From an optimization exercise on the open Yosys and OpenROAD flow, aimed at small area, a short achievable clock period and few clock cycles per item; shortcuts taken in it are not production practice. In this exercise RTL edits were held to simulation tests only and were not proved equivalent to the original. Power and IR drop assume default switching activity.

**design/flow/design.v**
```verilog
module idct_8x8 #(
    parameter int DATA_W      = 16,
    parameter int COEF_FRAC   = 14,
    parameter int LEVEL_SHIFT = 0
) (
    input  logic              clk,
    input  logic              rst_n,
    input  logic              in_valid,
    output logic              in_ready,
    input  logic [DATA_W-1:0] in_data,
    output logic              out_valid,
    input  logic              out_ready,
    output logic [7:0]        out_data,
    output logic              busy,
    output logic              block_done
);
    localparam int PROD_W = DATA_W + 16;
    localparam int ACC_W  = PROD_W + 3;
    localparam int PIX_W  = DATA_W - 8 + 3;
    localparam logic signed [ACC_W-1:0] RND    = ACC_W'(1) <<< (COEF_FRAC - 1);
    localparam logic signed [ACC_W-1:0] SAT_HI = ACC_W'((1 << (DATA_W - 1)) - 1);
    localparam logic signed [ACC_W-1:0] SAT_LO = -SAT_HI - ACC_W'(1);
    function automatic logic signed [15:0] c_rom(input logic [5:0] i);
        case (i)
            6'd0: c_rom = 16'sd5793;
            6'd1: c_rom = 16'sd5793;
            6'd2: c_rom = 16'sd5793;
            6'd3: c_rom = 16'sd5793;
            6'd4: c_rom = 16'sd5793;
            6'd5: c_rom = 16'sd5793;
            6'd6: c_rom = 16'sd5793;
            6'd7: c_rom = 16'sd5793;
            6'd8: c_rom = 16'sd8035;
            6'd9: c_rom = 16'sd6811;
            6'd10: c_rom = 16'sd4551;
            6'd11: c_rom = 16'sd1598;
            6'd12: c_rom = -16'sd1598;
            6'd13: c_rom = -16'sd4551;
            6'd14: c_rom = -16'sd6811;
            6'd15: c_rom = -16'sd8035;
            6'd16: c_rom = 16'sd7568;
            6'd17: c_rom = 16'sd3135;
            6'd18: c_rom = -16'sd3135;
            6'd19: c_rom = -16'sd7568;
            6'd20: c_rom = -16'sd7568;
            6'd21: c_rom = -16'sd3135;
            6'd22: c_rom = 16'sd3135;
            6'd23: c_rom = 16'sd7568;
            6'd24: c_rom = 16'sd6811;
            6'd25: c_rom = -16'sd1598;
            6'd26: c_rom = -16'sd8035;
            6'd27: c_rom = -16'sd4551;
            6'd28: c_rom = 16'sd4551;
            6'd29: c_rom = 16'sd8035;
            6'd30: c_rom = 16'sd1598;
            6'd31: c_rom = -16'sd6811;
            6'd32: c_rom = 16'sd5793;
            6'd33: c_rom = -16'sd5793;
            6'd34: c_rom = -16'sd5793;
            6'd35: c_rom = 16'sd5793;
            6'd36: c_rom = 16'sd5793;
            6'd37: c_rom = -16'sd5793;
            6'd38: c_rom = -16'sd5793;
            6'd39: c_rom = 16'sd5793;
            6'd40: c_rom = 16'sd4551;
            6'd41: c_rom = -16'sd8035;
            6'd42: c_rom = 16'sd1598;
            6'd43: c_rom = 16'sd6811;
            6'd44: c_rom = -16'sd6811;
            6'd45: c_rom = -16'sd1598;
            6'd46: c_rom = 16'sd8035;
            6'd47: c_rom = -16'sd4551;
            6'd48: c_rom = 16'sd3135;
            6'd49: c_rom = -16'sd7568;
            6'd50: c_rom = 16'sd7568;
            6'd51: c_rom = -16'sd3135;
            6'd52: c_rom = -16'sd3135;
            6'd53: c_rom = 16'sd7568;
            6'd54: c_rom = -16'sd7568;
            6'd55: c_rom = 16'sd3135;
            6'd56: c_rom = 16'sd1598;
            6'd57: c_rom = -16'sd4551;
            6'd58: c_rom = 16'sd6811;
            6'd59: c_rom = -16'sd8035;
            6'd60: c_rom = 16'sd8035;
            6'd61: c_rom = -16'sd6811;
            6'd62: c_rom = 16'sd4551;
            6'd63: c_rom = -16'sd1598;
            default: c_rom = 16'sd0;
        endcase
    endfunction
    typedef enum logic [1:0] {S_LOAD, S_ROW, S_COL, S_OUT} state_t;
    state_t r_state;
    state_t w_next;
    logic signed [DATA_W-1:0] r_buf_a [64];
    logic signed [DATA_W-1:0] r_buf_b [64];
    logic [5:0]               r_idx;
    logic [2:0]               r_line;
    logic [2:0]               r_outn;
    logic [3:0]               r_k;
    logic signed [ACC_W-1:0]  r_acc;
    logic [7:0]               r_out_data;
    logic                     r_busy;
    logic                     w_in_hs;
    logic                     w_out_hs;
    logic                     w_mac_run;
    logic                     w_wr_step;
    logic                     w_pass_end;
    logic signed [DATA_W-1:0] w_op;
    logic signed [15:0]       w_coef;
    logic signed [PROD_W-1:0] w_prod;
    logic signed [ACC_W-1:0]  w_acc_base;
    logic signed [ACC_W-1:0]  w_rnd;
    logic signed [DATA_W-1:0] w_sat;
    function automatic logic [7:0] pix(input logic signed [DATA_W-1:0] a);
        logic [DATA_W:0]         s;
        logic signed [PIX_W-1:0] t;
        s = {a[DATA_W-1], a} + (DATA_W + 1)'(128);
        t = PIX_W'($signed(s[DATA_W:8])) + PIX_W'(LEVEL_SHIFT);
        if (t[PIX_W-1])
            pix = 8'd0;
        else if (t[PIX_W-2:8] != '0)
            pix = 8'd255;
        else
            pix = t[7:0];
    endfunction
    assign w_in_hs    = in_valid && (r_state == S_LOAD);
    assign w_out_hs   = out_ready && (r_state == S_OUT);
    assign w_mac_run  = (r_state == S_ROW) || (r_state == S_COL);
    assign w_wr_step  = (r_k == 4'd8);
    assign w_pass_end = w_wr_step && (r_line == 3'd7) && (r_outn == 3'd7);
    always_comb begin
        w_op = r_buf_a[{r_line, r_k[2:0]}];
        if (r_state == S_COL)
            w_op = r_buf_b[{r_k[2:0], r_line}];
    end
    assign w_coef     = c_rom({r_k[2:0], r_outn});
    assign w_prod     = w_op * w_coef;
    assign w_acc_base = (r_k == 4'd0) ? '0 : r_acc;
    assign w_rnd      = (r_acc + RND) >>> COEF_FRAC;
    always_comb begin
        w_sat = w_rnd[DATA_W-1:0];
        if (w_rnd > SAT_HI)
            w_sat = {1'b0, {(DATA_W - 1){1'b1}}};
        else if (w_rnd < SAT_LO)
            w_sat = {1'b1, {(DATA_W - 1){1'b0}}};
    end
    always_ff @(posedge clk or negedge rst_n) begin
        if (!rst_n)
            r_state <= S_LOAD;
        else
            r_state <= w_next;
    end
    always_comb begin
        w_next = r_state;
        unique case (r_state)
            S_LOAD:  if (w_in_hs && r_idx == 6'd63) w_next = S_ROW;
            S_ROW:   if (w_pass_end) w_next = S_COL;
            S_COL:   if (w_pass_end) w_next = S_OUT;
            S_OUT:   if (w_out_hs && r_idx == 6'd63) w_next = S_LOAD;
            default: w_next = S_LOAD;
        endcase
    end
    always_comb begin
        in_ready   = (r_state == S_LOAD);
        out_valid  = (r_state == S_OUT);
        out_data   = r_out_data;
        busy       = r_busy;
        block_done = w_out_hs && (r_idx == 6'd63);
    end
    always_ff @(posedge clk or negedge rst_n) begin
        if (!rst_n) begin
            r_idx      <= '0;
            r_line     <= '0;
            r_outn     <= '0;
            r_k        <= '0;
            r_acc      <= '0;
            r_out_data <= '0;
            r_busy     <= 1'b0;
        end else begin
            if (w_in_hs) begin
                r_idx  <= r_idx + 6'd1;
                r_busy <= 1'b1;
            end
            if (w_out_hs) begin
                r_idx <= r_idx + 6'd1;
                if (r_idx == 6'd63)
                    r_busy <= 1'b0;
                else
                    r_out_data <= pix(r_buf_a[r_idx + 6'd1]);
            end
            if (r_state == S_COL && w_pass_end)
                r_out_data <= pix(r_buf_a[0]);
            if (w_mac_run) begin
                if (w_wr_step) begin
                    r_k    <= '0;
                    r_outn <= r_outn + 3'd1;
                    if (r_outn == 3'd7)
                        r_line <= r_line + 3'd1;
                end else begin
                    r_k   <= r_k + 4'd1;
                    r_acc <= w_acc_base + ACC_W'(w_prod);
                end
            end
        end
    end
    always_ff @(posedge clk) begin
        if (w_in_hs)
            r_buf_a[r_idx] <= in_data;
        else if (r_state == S_COL && w_wr_step)
            r_buf_a[{r_outn, r_line}] <= w_sat;
        if (r_state == S_ROW && w_wr_step)
            r_buf_b[{r_line, r_outn}] <= w_sat;
    end
endmodule
```
**design/flow/run.sh**
```bash
#!/bin/bash
# synth_recipe.tcl (not shown) runs the flow's synth.tcl, then flattens the netlist and writes it again
# the make line also repeats each setting of config.mk as NAME=value (left out here)
make -C /OpenROAD-flow-scripts/flow DESIGN_CONFIG=/design/flow/config.mk WORK_HOME=/design/flow/orfs CLKGATE_MAP_FILE= SYNTH_SCRIPT=/design/flow/synth_recipe.tcl finish
```
**design/flow/config.mk**
```make
export PLATFORM = sky130hd
export DESIGN_NAME = idct_8x8
export DESIGN_NICKNAME = idct_8x8
export VERILOG_FILES = /design/flow/design.v
export SDC_FILE = /design/flow/constraint.sdc
export NUM_CORES = 4
export LEC_CHECK = 0
export CAP_MARGIN = 20
export CORE_MARGIN = 2
export CORE_UTILIZATION = 40
export SLEW_MARGIN = 20
```
**design/flow/constraint.sdc**
```tcl
create_clock -name core_clock -period 12.0 [get_ports {clk}]
set_input_delay 2.4000 -clock core_clock [delete_from_list [all_inputs] [get_ports {clk}]]
set_output_delay 2.4000 -clock core_clock [all_outputs]
set_load 0.01 [all_outputs]
```
==> flow_summary.toml <==
[synthesis]
syn-cell-area_sq_um = 98600
synth-seq-cells = 2110
yosys_warnings = 1
ys_seq_area_share_pct = 63.9
yosysMostFrequentCell = "edfxtp_1"
syn_nets = 6384
synth_area_leader_cell = "edfxtp_1"
synth.avg_cell_area_sq_um = 16.6
synthTopCellsByArea = "edfxtp_1 (62%), mux4_2 (11%), fa_1 (6.3%)"
synthArstFlopShare_pct = 2.94
synth_ff_type = "edfxtp_1"
yosys.area.top_type_share_pct = 62.3
synth_cell_types = 84
synth_edf_count = 2048
netlist_top_cells_count = "edfxtp_1 (2,048), mux4_2 (492), inv_1 (391)"
netlist_instances = 5930

[outcome]
status = "timing/DRC/antenna clean"

[route]
wl_per_cell_um = 31.4
num_vias = 57800
wl_met3_um = 30800
drt-total-wl_um = 298000
route.top_layer_used = "met5"
drt-initial-drc-count = 7436
ant_nets = 0
dr_wl_met2_um = 138000
drc = 0
wl_met1_um = 118000
dr.pass1.iters = 8
viasPerCell = 6.10

[cells_and_area]
fin_cells = 9484
final_core_util_pct = 45.3
areaGrowthSynthToFinish_pct = 12.7
final_nets = 6539
drive_gt1_share_pct = 20.9

[worst_setup_path]
crit_cells = 29
critical_path_class = "register to register"
required_ns = 12.75
r2r-end = "r_acc[33]$_DFFE_PN0P_"
path_buf_inv = 6
cp.arrival_ns = 11.30
path_max_fanout = 42
crit_start = "r_line[2]$_DFFE_PN0P_"
cp_top_family = "adder cells"
end_kind = "register"
startpoint_type = "register"
ff2ff_setup_slack_ns = 1.45
reg2reg_depth = 29
crit_path_max_incr_delay_ns = 0.86
r2r_start = "r_line[2]$_DFFE_PN0P_"
cp_common_cell = "fa_1"
crit_end = "r_acc[33]$_DFFE_PN0P_"
slowest_stage = "dfrtp_4"

[clock_tree]
root_buffer = "clkbuf_16"
cts_buffers = 213
htree_levels = 4
cts_setup_buffers = 0
ctsResizeCount = 0
cts_tree = "built"
clockBufferDepth = 3
cts_hold_buf = 0
clkSlewWorstSetupHoldPaths_ns = 0.06
clock_latency_ns = 0.91
clkSinkCount = 2110

[timing]
relSlewSlack_pct = 16.2
finalClockSkew_ns = 0.114
fin_tns_setup_ns = 0
setup_viol = 0
worst_slack_ns = 1.45
fin_crit_sh_pct = 87.9
drv_slew = 0
hold-worst-slack_ns = 0.468
finalHoldViolations = 0
fmax_mhz = 94.8
rsz0062_at_grt = "false"
period_minus_slack_ns = 10.55
worst_pin_slew_ns = 1.26

[floorplan]
core_area_sq_um = 245000
io_pins = 32
die_x_um = 501
start_util_pct = 40.2
row_count = 182
die-area_sq_um = 251000
die_h_um = 501

[job]
drv_cap = 0

[grt]
grtUsageTotal_pct = 23.6
antenna_found_initial = 20
grt_pass1_wl_um = 425000
overflow = 0
grt_max_degree = 115
grt_pass1_vias = 57500

[pwr]
leakagePower_nw = 38.8
power_density_nw_per_um2 = 133
peakVddDrop_uv = 158

[placed_design]
port_buffers = 31
gp_congestion = 0.906
hpwlAfterDp_um = 184000
place_ws_ns = 1.69
dp_cells = 9089

[min_path]
min_path_cells = 2
hold_class = "register to register"
[cells by family (layout without fill, tap and decap cells)]
group	count (synthesis)	count (layout)	synth area share, %
mux	672	672	13.2
simple gates	1017	1017	4.78
buf+inv	746	1075	3.21
xor+xnor	73	73	0.656
other cells	0	5	0
fa+ha+maj	435	435	7.86
compound gates	877	877	6.37
flops	2110	2110	63.9
[registers in the layout (all words and copies together) (netlist names)]
| name | count |
|---|---|
| r_k | 4 |
| r_acc | 35 |
| r_out_data | 8 |
| r_outn | 3 |
| r_buf_b | 1024 |
| r_buf_a | 1024 |
| r_busy | 1 |
| r_line | 3 |
| r_state | 2 |
| r_idx | 6 |
[cell type report]
cell class / instances / area (sq um)
Antenna cell: 5 / 12.5
Clock buffer: 270 / 5600
Clock inverter: 119 / 1450
Fill cell: 21000 / 134000
Inverter: 397 / 1500
Multi-Input combinational cell: 3074 / 33100
Sequential cell: 2110 / 63100
Tap cell: 3220 / 4030
Timing Repair Buffer: 289 / 2410
[tightest hold or removal path, cell delays in order (launching register included)]
cell	delay, ns
dfrtp_1	0.33
nand2_1	0.05
nand2_1	0.06
[cells in the final DEF, fill, tap and decap left out, types with 29 or more instances in the layout]
| master | synthesis | layout |
|---|---|---|
| inv_1 | 391 | 389 |
| edfxtp_1 | 2048 | 2048 |
| clkbuf_16 | 0 | 213 |
| clkdlybuf4s50_1 | 0 | 30 |
| nor2_1 | 349 | 254 |
| nor2b_1 | 60 | 58 |
| ha_1 | 126 | 124 |
| a22o_1 | 49 | 49 |
| and2_1 | 37 | 37 |
| clkinv_1 | 3 | 47 |
| nor3_1 | 35 | 35 |
| nand2_1 | 285 | 284 |
| xnor2_1 | 45 | 42 |
| a21oi_1 | 87 | 83 |
| nor2_2 | 0 | 85 |
| nand3_1 | 57 | 57 |
| clkbuf_1 | 141 | 51 |
| fa_1 | 308 | 308 |
| mux4_2 | 492 | 492 |
| mux2_2 | 76 | 69 |
| nand4_1 | 87 | 87 |
| a22oi_1 | 256 | 256 |
| o21ai_0 | 146 | 128 |
| o211ai_1 | 29 | 29 |
| dfrtp_1 | 62 | 55 |
| mux2i_1 | 101 | 100 |
| buf_4 | 32 | 245 |
| a221oi_1 | 86 | 86 |
| nand2b_1 | 31 | 30 |
[power breakdown]
| group | switching (W) | leakage [nW] | total, W | internal (W) |
|---|---|---|---|---|
| logic | 0.0000689 | 13.8 | 0.0000796 | 0.0000107 |
| clock network | 0.00290 | 3.39 | 0.00670 | 0.00379 |
| registers | 0 | 21.6 | 0.00802 | 0.00802 |
[worst min-delay path by stage]
stage | start | to | slack [ns]
2_1_floorplan | r_acc[0]$_DFFE_PN0P_ | r_acc[0]$_DFFE_PN0P_ | 0.44
3_3_place_gp | r_acc[0]$_DFFE_PN0P_ | r_acc[0]$_DFFE_PN0P_ | 0.45
3_5_place_dp | r_acc[1]$_DFFE_PN0P_ | r_acc[1]$_DFFE_PN0P_ | 0.46
4_1_cts | r_acc[1]$_DFFE_PN0P_ | r_acc[1]$_DFFE_PN0P_ | 0.47
5_1_grt | r_acc[2]$_DFFE_PN0P_ | r_acc[2]$_DFFE_PN0P_ | 0.51
6_report | r_acc[1]$_DFFE_PN0P_ | r_acc[1]$_DFFE_PN0P_ | 0.47
[per-layer routing]
layer / GRT usage [%] / up-vias
met5: 0 / -
met4: 8.05 / 12
met3: 5.19 / 510
met2: 36.5 / 3221
met1: 33.1 / 30600
li1: - / 23500
[through the flow]
stage / area, sq um / total power, W
after detailed placement: 104000 / 0.00825
after global routing: 111000 / 0.0152
after global placement: 104000 / 0.00825
final: 111000 / 0.0148
after CTS: 111000 / 0.0149
after floorplan: 98600 / 0.00820
Testbench counts, summed over its fixed seeds: cycles 81,920, items 64.

-- what the ideal ports hide --
The flow's constraints put no driver on any port. The routed layout listed below was extracted and timed again, unchanged, in two steps. Step 1 sets driving cells, clkbuf_16 on the clock port and buf_2 on the other inputs (assumed; they add their load-dependent delay and slew). Step 2, shift: input delay + t, output delay - t, t = (earliest + latest rising clock arrival at the registers) / 2. This alone moves slack from input paths to output paths. Three values: ideal, step 1, step 2; two values: the first two.
shift t [ns]: 0.942
slack for setup (ns): 1.451 / 1.451 / 1.451
worst setup path after step 2: register to register
After both steps setup and hold are still met in this run. The setup slack of this run moves by 0.000 ns with the drivers and by 0.000 ns with both steps.
